Context: an optimization exercise on an open-source flow, tuned for small area, a short achievable clock period and few clock cycles per item. The choices shown serve that exercise and are no tape-out recipe.
RTL that was checked went through simulation tests only; none was proved equivalent to the original.

==> flow/design.v <==
`default_nettype none
module eigen2x2_fx #(
  parameter int WIDTH = 32,
  parameter int FRAC  = 16
) (
  input  logic             clk,
  input  logic             rst,
  input  logic             start,
  input  logic [WIDTH-1:0] a1,
  input  logic [WIDTH-1:0] a2,
  input  logic [WIDTH-1:0] a3,
  input  logic [WIDTH-1:0] a4,
  output logic             busy,
  output logic             done,
  output logic [WIDTH-1:0] v1,
  output logic [WIDTH-1:0] v2,
  output logic             complex,
  output logic             ovf
);
  localparam int CW = 36;    
  logic busy_q, done_q;
  logic p_diff, p_mul1, p_mul, p_abs, p_sqrt, p_f1, p_f2;
  logic [5:0] cnt_q;
  logic [2:0] jt_q;             
  logic s1_acc, s1_s2;          
  logic b2_one, b2_two, b2_neg;
  logic b3_one, b3_two, b3_neg;
  logic corr_q;                 
  logic [1:0] lo3_q;            
  logic n2_q;                   
  logic pend3_q;                
  logic signed [33:0] acc_q;    
  logic               py_q;     
  logic               pw_q;     
  logic               zr_q;     
  logic signed [34:0] x_q;      
  logic signed [35:0] z_q;      
  logic signed [33:0] w_q;      
  logic signed [32:0] s_q;      
  logic               neg_q;
  localparam int NK = 3;
  logic [NK-1:0] fit;
  for (genvar i = 0; i < NK; i++) begin : g_fit
    localparam int K = 11 + 2*i;
    wire [34-(2*K-1):0] xs = x_q[34:2*K-1];
    wire [31-(2*K-5):0] ws = w_q[31:2*K-5];    
    assign fit[i] = ((&xs) | ~(|xs)) & ((&ws) | ~(|ws));
  end
  logic [2:0] jt_d;
  always_comb begin
    jt_d = 3'(NK);
    for (int i = NK-1; i >= 0; i--)
      if (fit[i]) jt_d = 3'(i);
  end
  function automatic logic [5:0] jof(input logic [2:0] t);
    jof = 6'(11 + 2*int'(t));
  endfunction
  logic [1:0]    pair_n;        
  logic          n2;            
  logic [CW-1:0] in1, in2, in3, csa_s, csa_c, cpa;
  logic [CW-1:0] xe, ze, m2, m3;
  assign pair_n = acc_q[31:30] ^ {2{neg_q}};
  assign n2     = n2_q;
  assign xe = CW'(x_q);
  assign ze = CW'(z_q);
  always_comb begin
    in1 = ({CW{s1_acc}} & CW'(acc_q)) | ({CW{s1_s2}} & CW'($signed({s_q, 1'b0})));
    m2  = ({CW{b2_one}} & xe) | ({CW{b2_two}} & {xe[CW-2:0], 1'b0});
    in2 = m2 ^ {CW{n2}};
    if (p_sqrt) in2[1:0] = 2'b11;
    m3  = ({CW{b3_one}} & {ze[CW-3:0], 2'b00}) | ({CW{b3_two}} & {ze[CW-4:0], 3'b000});
    in3 = m3 ^ {{(CW-2){b3_neg}}, 2'b00};
    in3[1:0] = lo3_q;
    csa_s = in1 ^ in2 ^ in3;
    csa_c = {((in1[CW-2:0] & in2[CW-2:0]) | (in1[CW-2:0] & in3[CW-2:0]) |
              (in2[CW-2:0] & in3[CW-2:0])), pend3_q};
  end
  logic [CW-1:0] pg_g [0:6];
  logic [CW-1:0] pg_p [0:6];
  logic [CW-1:0] hs;
  always_comb begin
    hs = csa_s ^ csa_c;
    pg_g[0] = csa_s & csa_c;
    pg_p[0] = hs;
    for (int l = 0; l < 6; l++) begin
      for (int i = 0; i < CW; i++) begin
        if (i >= (1 << l)) begin
          pg_g[l+1][i] = pg_g[l][i] | (pg_p[l][i] & pg_g[l][i - (1 << l)]);
          pg_p[l+1][i] = pg_p[l][i] & pg_p[l][i - (1 << l)];
        end else begin
          pg_g[l+1][i] = pg_g[l][i];
          pg_p[l+1][i] = pg_p[l][i];
        end
      end
    end
    cpa[0] = hs[0];
    for (int i = 1; i < CW; i++) cpa[i] = hs[i] ^ pg_g[6][i-1];
  end
  logic c_d;
  assign c_d = z_q[35] ? (&z_q) : (z_q == 36'(x_q));
  logic [2:0] rem0;
  assign rem0 = {1'b0, pair_n} - 3'd1;
  logic skip;
  assign skip = (p_abs | (p_sqrt & zr_q)) & ~(|(acc_q[31:26] ^ {6{neg_q}}));
  logic acc_start, mul_end, sq_end;
  logic n_diff, n_mul1, n_mul, n_abs, n_sqrt, n_f1, n_f2;
  assign acc_start = ~busy_q & start;
  assign mul_end   = (cnt_q == jof(jt_q));
  assign sq_end    = skip ? (cnt_q >= 6'(2*jof(jt_q) + 6'd14))
                          : (cnt_q >= 6'(2*jof(jt_q) + 6'd16));
  assign n_diff    = acc_start;
  assign n_mul1    = p_diff;
  assign n_mul     = p_mul1 | (p_mul & ~mul_end);
  assign n_abs     = p_mul & mul_end;
  assign n_sqrt    = p_abs | (p_sqrt & ~sq_end);
  assign n_f1      = p_sqrt & sq_end;
  assign n_f2      = p_f1;
  always_ff @(posedge clk or posedge rst) begin
    if (rst) begin
      busy_q <= 1'b0; done_q <= 1'b0;
      p_diff <= 1'b0; p_mul1 <= 1'b0; p_mul <= 1'b0; p_abs <= 1'b0;
      p_sqrt <= 1'b0; p_f1 <= 1'b0; p_f2 <= 1'b0;
    end else begin
      busy_q <= acc_start | (busy_q & ~p_f2);
      done_q <= p_f2;
      p_diff <= n_diff; p_mul1 <= n_mul1; p_mul <= n_mul; p_abs <= n_abs;
      p_sqrt <= n_sqrt; p_f1 <= n_f1; p_f2 <= n_f2;
    end
  end
  logic xo, xv;
  assign xo = x_q[{cnt_q[4:0], 1'b1}];
  assign xv = x_q[{cnt_q[4:0], 1'b0}];
  always_ff @(posedge clk) begin
    s1_acc <= n_diff | n_mul;          
    s1_s2  <= n_abs | n_f1 | (n_f2 & ~neg_q);
    b2_one <= 1'b0; b2_two <= 1'b0; b2_neg <= 1'b0;
    b3_one <= 1'b0; b3_two <= 1'b0; b3_neg <= 1'b0;
    corr_q <= 1'b0;
    if (n_diff) begin
      b2_one <= 1'b1; b2_neg <= 1'b1;
    end
    if (n_mul1) begin    
      b2_one <= cpa[0];
      b2_two <= cpa[1] & ~cpa[0];
      b2_neg <= cpa[1];
      b3_one <= w_q[0];
      b3_two <= w_q[1] & ~w_q[0];
      b3_neg <= w_q[1];
    end
    if (n_mul) begin
      b2_one <= xv ^ py_q;
      b2_two <= (xo & ~xv & ~py_q) | (~xo & xv & py_q);
      b2_neg <= xo & ~(xv & py_q);
      b3_one <= w_q[0] ^ pw_q;
      b3_two <= (w_q[1] & ~w_q[0] & ~pw_q) | (~w_q[1] & w_q[0] & pw_q);
      b3_neg <= w_q[1] & ~(w_q[0] & pw_q);
    end
    if (n_abs) b2_one <= 1'b1;
    if (n_sqrt) begin
      b2_two <= 1'b1; b2_neg <= 1'b1; b3_one <= 1'b1;
    end
    if (n_f1) b2_one <= ~neg_q;
    if (n_f2) begin
      b2_one <= 1'b1; b2_neg <= ~neg_q; corr_q <= neg_q & c_d;
    end
    pend3_q <= b3_neg;
    n2_q <= 1'b0;
    if (n_diff) n2_q <= 1'b1;
    if (n_mul1) n2_q <= cpa[1];
    if (n_mul)  n2_q <= xo & ~(xv & py_q);
    if (n_sqrt) n2_q <= p_abs ? (|pair_n) : ~cpa[CW-1];
    if (n_f2)   n2_q <= ~neg_q;
    lo3_q <= 2'b00;
    if (n_diff) lo3_q <= 2'b01;
    if (n_mul1) lo3_q <= {1'b0, cpa[1]};
    if (n_mul)  lo3_q <= {1'b0, xo & ~(xv & py_q)};
    if (n_sqrt) lo3_q <= (skip ? acc_q[25:24] : acc_q[29:28]) ^ {2{neg_q}};
    if (n_f2)   lo3_q <= {neg_q & c_d, ~neg_q};
  end
  always_ff @(posedge clk) begin
    if (!busy_q)               acc_q <= 34'($signed(a1));
    else if (p_mul1 | p_mul | p_f2) acc_q <= cpa[35:2];
    else if (skip)             acc_q <= {acc_q[27:0], w_q[33:28]};
    else                       acc_q <= {acc_q[31:0], w_q[33:32]};
    py_q <= p_diff ? cpa[1] : xo;
    if (!busy_q)               x_q <= 35'($signed(a4));
    else if (p_diff)           x_q <= cpa[34:0];
    else if (p_abs)            x_q <= {33'd0, |pair_n, 1'b0};
    else if (p_sqrt)           x_q <= {x_q[33:1], ~cpa[CW-1], 1'b0};
    if (!busy_q)               z_q <= 36'($signed(a2));
    else if (p_abs)            z_q <= 36'($signed(rem0));
    else if (p_sqrt | p_f1)    z_q <= cpa;
    if (!busy_q)               w_q <= 34'($signed(a3));
    else if (p_diff | p_mul1 | p_mul) w_q <= {cpa[1:0], w_q[33:2]};   
    else if (skip)             w_q <= {w_q[27:0], 6'b00};
    else                       w_q <= {w_q[31:0], 2'b00};
    pw_q <= w_q[1];
    if (!busy_q)               s_q <= 33'($signed(a4));
    else if (p_abs)            s_q <= cpa[32:0];
    if (p_mul & mul_end)       neg_q <= cpa[CW-1];
    if (p_mul1) jt_q <= jt_d;
    cnt_q <= p_diff ? 6'd1 : cnt_q + (skip ? 6'd3 : 6'd1);
    zr_q  <= p_abs ? ~(|pair_n) : (zr_q & cpa[CW-1]);
  end
  assign busy    = busy_q;
  assign done    = done_q;
  logic o1, o2;
  assign o1      = ~((&z_q[35:33]) | ~(|z_q[35:33]));
  assign o2      = ~((&acc_q[33:31]) | ~(|acc_q[33:31]));
  assign v1      = o1 ? {z_q[35], {31{~z_q[35]}}} : z_q[33:2];
  assign v2      = o2 ? {acc_q[33], {31{~acc_q[33]}}} : acc_q[31:0];
  assign complex = neg_q;
  assign ovf     = o1 | o2;
endmodule
`default_nettype wire
==> flow/config.mk <==
export PLATFORM = sky130hd
export DESIGN_NAME = eigen2x2_fx
export DESIGN_NICKNAME = eigen2x2_fx
export VERILOG_FILES = /design/flow/design.v
export SDC_FILE = /design/flow/constraint.sdc
export NUM_CORES = 4
export LEC_CHECK = 0
export CAP_MARGIN = 20
export CORE_MARGIN = 2
export CORE_UTILIZATION = 55
export SLEW_MARGIN = 20
==> flow/constraint.sdc <==
create_clock -name core_clock -period 10.0 [get_ports {clk}]
set_input_delay 2.0000 -clock core_clock [delete_from_list [all_inputs] [get_ports {clk}]]
set_output_delay 2.0000 -clock core_clock [all_outputs]
set_load 0.01 [all_outputs]
standard.sh (not shown) runs the stock make flow with config.mk's settings and CLKGATE_MAP_FILE= SYNTH_SCRIPT=/design/flow/synth_recipe.tcl, a recipe that flattens the netlist after the stock synthesis.
==> flow/flow/run.sh <==
#!/bin/bash
set -euo pipefail
bash standard.sh "BUFFER_PORTS_ARGS=-buffer_cell sky130_fd_sc_hd__buf_1" SETUP_SLACK_MARGIN=5.8 finish > standard_flow.log 2>&1
Testbench counts at the start, summed over its fixed seeds: cycles 145,962, items 3,200.
Rerun with:
--- a/flow/design.v
+++ b/flow/design.v
@@ -75,26 +75,24 @@
     csa_c = {((in1[CW-2:0] & in2[CW-2:0]) | (in1[CW-2:0] & in3[CW-2:0]) |
               (in2[CW-2:0] & in3[CW-2:0])), pend3_q};
   end
-  logic [CW-1:0] pg_g [0:6];
-  logic [CW-1:0] pg_p [0:6];
-  logic [CW-1:0] hs;
+  logic [CW-1:0] hs, gg, pp;
   always_comb begin
     hs = csa_s ^ csa_c;
-    pg_g[0] = csa_s & csa_c;
-    pg_p[0] = hs;
-    for (int l = 0; l < 6; l++) begin
-      for (int i = 0; i < CW; i++) begin
-        if (i >= (1 << l)) begin
-          pg_g[l+1][i] = pg_g[l][i] | (pg_p[l][i] & pg_g[l][i - (1 << l)]);
-          pg_p[l+1][i] = pg_p[l][i] & pg_p[l][i - (1 << l)];
-        end else begin
-          pg_g[l+1][i] = pg_g[l][i];
-          pg_p[l+1][i] = pg_p[l][i];
-        end
+    gg = csa_s & csa_c;
+    pp = hs;
+    for (int i = 1; i < CW; i += 2) begin
+      gg[i] = gg[i] | (pp[i] & gg[i-1]);
+      pp[i] = pp[i] & pp[i-1];
+    end
+    for (int d = 2; d < CW; d *= 2)
+      for (int i = CW - 1; i > d; i -= 2) begin
+        gg[i] = gg[i] | (pp[i] & gg[i-d]);
+        pp[i] = pp[i] & pp[i-d];
       end
-    end
+    for (int i = 2; i < CW; i += 2)
+      gg[i] = gg[i] | (pp[i] & gg[i-1]);
     cpa[0] = hs[0];
-    for (int i = 1; i < CW; i++) cpa[i] = hs[i] ^ pg_g[6][i-1];
+    for (int i = 1; i < CW; i++) cpa[i] = hs[i] ^ gg[i-1];
   end
   logic c_d;
   assign c_d = z_q[35] ? (&z_q) : (z_q == 36'(x_q));
=> Global-route usage goes up by 1.1 points; worst setup slack got worse by 0.44 ns; routed wire length goes down by about 1.3%; first-iteration DRC count goes down by about 1.6%; sequential share of layout area goes down by 1.1 points; count of clock-buffer cells in the layout goes down by 11; via count goes down by 4.7%; hold slack improved by 0.016 ns.
The RTL of the second run of this note was laid out without a check of its function.

re-timing with driven ports:
The results above use ideal ports. As a check the final layouts listed here were re-extracted and re-timed, cells and wires unchanged.
Step 1, drivers: a clkbuf_16 drives clk and a buf_2 each remaining input, both assumed.
Step 2 moves the port delays by t, midway between the first and last clock arrival at a register: inputs arrive t later, outputs are due t later. That takes back most of the time a late clock gives input paths.
a / b / c = ideal / step 1 / step 2; a / b = the first two.
run	t, ns	slack for setup (ns)	clock arrival spread, ns	worst register clock-pin slew, ns
the first run	0.588	5.850 / 5.795 / 5.879	0.010 / 0.010	0.06 / 0.06
the second run	0.610	5.409 / 5.409 / 5.409	0.019 / 0.020	0.07 / 0.07
After both steps setup and hold are still met in every run listed.
